Context: an optimization exercise on an open-source flow, tuned for small area. The choices shown serve that exercise and are no tape-out recipe.
Only simulation tests tie the RTL to the original design; equivalence was not proved.
Power figures rest on the tool's default switching activity, not on a simulated workload.

== v25 ==
// branch_predictor
module branch_predictor #(
    parameter int ENTRIES  = cpu_types_pkg::BP_ENTRIES_DEF,
    parameter int CNT_BITS = cpu_types_pkg::BP_CNT_BITS_DEF
) (
    input  logic        CLK,
    input  logic        nRST,
    input  logic [31:0] fetch_pc,
    output logic        predict_taken,
    output logic [31:0] predict_target,
    input  logic        update_en,
    input  logic [31:0] update_pc,
    input  logic        update_taken,
    input  logic [31:0] update_target,
    input  logic        update_mispredict,
    input  logic        bp_clear,
    output logic [31:0] branch_count,
    output logic [31:0] mispredict_count
);
    localparam int IDX   = $clog2(ENTRIES);
    localparam int TAG_W = 30 - IDX;
    logic [ENTRIES-1:0]  valid_r;
    logic [TAG_W-1:0]    tag_r    [ENTRIES];
    logic [31:0]         target_r [ENTRIES];
    logic [1:0]          cnt_r    [ENTRIES];
    logic [IDX-1:0]      fetch_idx_s, upd_idx_s;
    logic [TAG_W-1:0]    fetch_tag_s, upd_tag_s;
    logic                rd_hit_s, upd_hit_s;
    logic [1:0]          upd_cnt_s, upd_cnt_nx_s;
    logic                upd_ok_s;
    logic [29:0]         pc_inc_s;
    assign fetch_idx_s = fetch_pc[IDX+1:2];
    assign fetch_tag_s = fetch_pc[31:IDX+2];
    assign upd_idx_s   = update_pc[IDX+1:2];
    assign upd_tag_s   = update_pc[31:IDX+2];
    logic [ENTRIES-1:0]  fsel_s, usel_s;
    logic [TAG_W-1:0]    rd_tag_s, ud_tag_s;
    logic [31:0]         rd_target_s;
    logic                rd_valid_s, rd_cnt1_s, ud_valid_s;
    logic [ENTRIES-1:0] col_tag_s [TAG_W];
    logic [ENTRIES-1:0] col_tgt_s [32];
    logic [ENTRIES-1:0] col_cnt_s [2];
  ...
Size in the first run: ~2200 cells after synthesis, about 1000 flip-flops, ~200 I/O pins, ~40000 um^2 of cells after synthesis.
clock: 7.5 ns
lec_check: 0
cap_margin: 0
core_margin: 2
core_utilization: 60
cts_buf_list: sky130_fd_sc_hd__clkbuf_8
cts_cluster_diameter: 60
cts_cluster_size: 18
place_density: 0.75
setup_slack_margin: 0.1
slew_margin: 0
synth_hierarchical: 1
run.sh (not shown) runs the stock make flow with config.mk's settings and CLKGATE_MAP_FILE= SYNTH_SCRIPT=/design/flow/synth_recipe.tcl, a recipe that flattens the netlist after the stock synthesis.
v25 reached the end of the flow, and the finished layout is clean on the timing, DRC and antenna checks.
#### Input delta (v59 over v25)
Settings: swapping 60 for 40 in CORE_UTILIZATION; swapping sky130_fd_sc_hd__clkbuf_8 for sky130_fd_sc_hd__clkbuf_4 sky130_fd_sc_hd__clkbuf_8 in CTS_BUF_LIST; swapping 0 for 20 in CAP_MARGIN; clearing CTS_CLUSTER_DIAMETER, which used to be 60; swapping 0.75 for 0.55 in PLACE_DENSITY; swapping 0 for 20 in SLEW_MARGIN; clearing CTS_CLUSTER_SIZE, which used to be 18.
==> comparison <==
v59 vs v25: combinational group share of total power down
v59: via count of the first global-routing pass is 832 higher than what v25 reported.
The lower global-route met2 utilization of v25 and v59 is in v59.
Final layout net count, v59 vs v25: up by a few percent
On v59: final antenna diode count is 3 lower than what v25 gave.
Die area | v59 > v25
v59 contains more vias than v25.
After detailed routing, v25 needs less wire than v59.
Input-level comparison between v55 and v59:
Settings: changing CORE_UTILIZATION from 40 to 60; changing SLEW_MARGIN from 20 to 0; removing CTS_BUF_LIST (formerly sky130_fd_sc_hd__clkbuf_4 sky130_fd_sc_hd__clkbuf_8); changing CAP_MARGIN from 20 to 0; changing PLACE_DENSITY from 0.55 to 0.75.
==> flow/flow/run.sh (new file) <==
#!/bin/bash
# The standard layout (standard.sh), with two changes made through ORFS's own
# variables: ports are buffered with buf_1 instead of the default delay-buffer
# cell, and clock tree synthesis uses sink clusters of up to 15 registers under clkbuf_8
# without dummy loads. make's full output goes to standard.log; ORFS keeps
# each step's log under orfs/logs.
set -euo pipefail
export BUFFER_PORTS_ARGS="-buffer_cell sky130_fd_sc_hd__buf_1"
export CTS_ARGS="-sink_clustering_enable -repair_clock_nets -dont_use_dummy_load -buf_list {sky130_fd_sc_hd__clkbuf_8} -sink_clustering_size 15 -sink_clustering_max_diameter 60"
bash standard.sh > standard.log 2>&1
==> flow/standard.sh (new file) <==
#!/bin/bash
# synth_recipe.tcl (not shown) runs the flow's synth.tcl, then flattens the netlist and writes it again
# the make line also repeats each setting of config.mk as NAME=value (left out here)
make -C /OpenROAD-flow-scripts/flow DESIGN_CONFIG=/design/flow/config.mk WORK_HOME=/design/flow/orfs CLKGATE_MAP_FILE= SYNTH_SCRIPT=/design/flow/synth_recipe.tcl "${@:-finish}"
removed: flow/run.sh
### Flow results
v55 went all the way through the flow, and no timing, DRC or antenna check failed. Arrival time of the worst setup path: v55 < v59. Final cell count (v55 / v59): 0.821. Taking v59 as the reference, in v55 logic depth of the worst setup path including buffers saw a decrease; global-route usage saw an increase; combinational share of power saw little to no change; detailed-route wire length on metal 1 saw a decrease; layout overhead on the synthesized area saw a decrease. Summary: with v59 as the reference, clock power in v55 moved down by more than a quarter. The estimated power of v55 ends up lower than the estimate for v59. Wire length of the first global-routing pass: v55 lower than v59. Sequential share of layout area: lower on v59.
diff inputs: v55 => v36
==> flow/flow/run.sh <==
#!/bin/bash
# The standard layout (standard.sh), with two changes made through ORFS's own
# variables: ports are buffered with buf_1 instead of the default delay-buffer
# cell, and clock tree synthesis uses sink clusters of up to 18 registers under clkbuf_8
# without dummy loads. make's full output goes to standard.log; ORFS keeps
# each step's log under orfs/logs.
set -euo pipefail
export BUFFER_PORTS_ARGS="-buffer_cell sky130_fd_sc_hd__buf_1"
export CTS_ARGS="-sink_clustering_enable -repair_clock_nets -dont_use_dummy_load -buf_list {sky130_fd_sc_hd__clkbuf_8} -sink_clustering_size 18 -sink_clustering_max_diameter 60"
bash standard.sh > standard.log 2>&1
Notes after the runs:
- | area added between synthesis and finish | lower: v36 |
- Any difference in met2 capacity usage during global routing between v36 and v55 is small enough to ignore.
- Compared with v55, in v36 via count level; overall power after layout has decreased; clock group share of total power lower; part of the power in registers increased 1.0 points; part of the power in combinational logic neither gained nor lost much.
- Comparing v55 and v36, met3 usage is lower on v55.

-- port drivers added, routing unchanged --
No port has a modelled driver above. Below, the same layouts with a new extraction and two added sets of constraints. Step 1, drivers: a clkbuf_16 drives CLK and a buf_2 each remaining input, both assumed. Step 2, shift: input delay + t, output delay - t, t = (earliest + latest rising clock arrival at the registers) / 2. This alone moves slack from input paths to output paths. a / b / c = ideal ports / drivers / drivers and shift; a / b = the first two.
run	t, ns	slack for setup (ns)	hold slack, ns	worst data-port slew with drivers (ns)	cell pins on the clock port's net
v25	0.774	0.138 / 0.118 / 0.118	0.510 / 0.510 / 0.510	0.15	1
v59	0.917	0.164 / 0.135 / 0.135	0.500 / 0.500 / 0.500	0.19	1
v55	0.758	0.238 / 0.209 / 0.209	0.498 / 0.498 / 0.498	0.16	1
v36	0.753	0.236 / 0.206 / 0.206	0.499 / 0.499 / 0.499	0.16	1
After both steps setup and hold are still met in every run listed. For v36, which loses most, drivers alone change the setup slack by -0.030 ns; drivers and shift together by -0.030 ns.
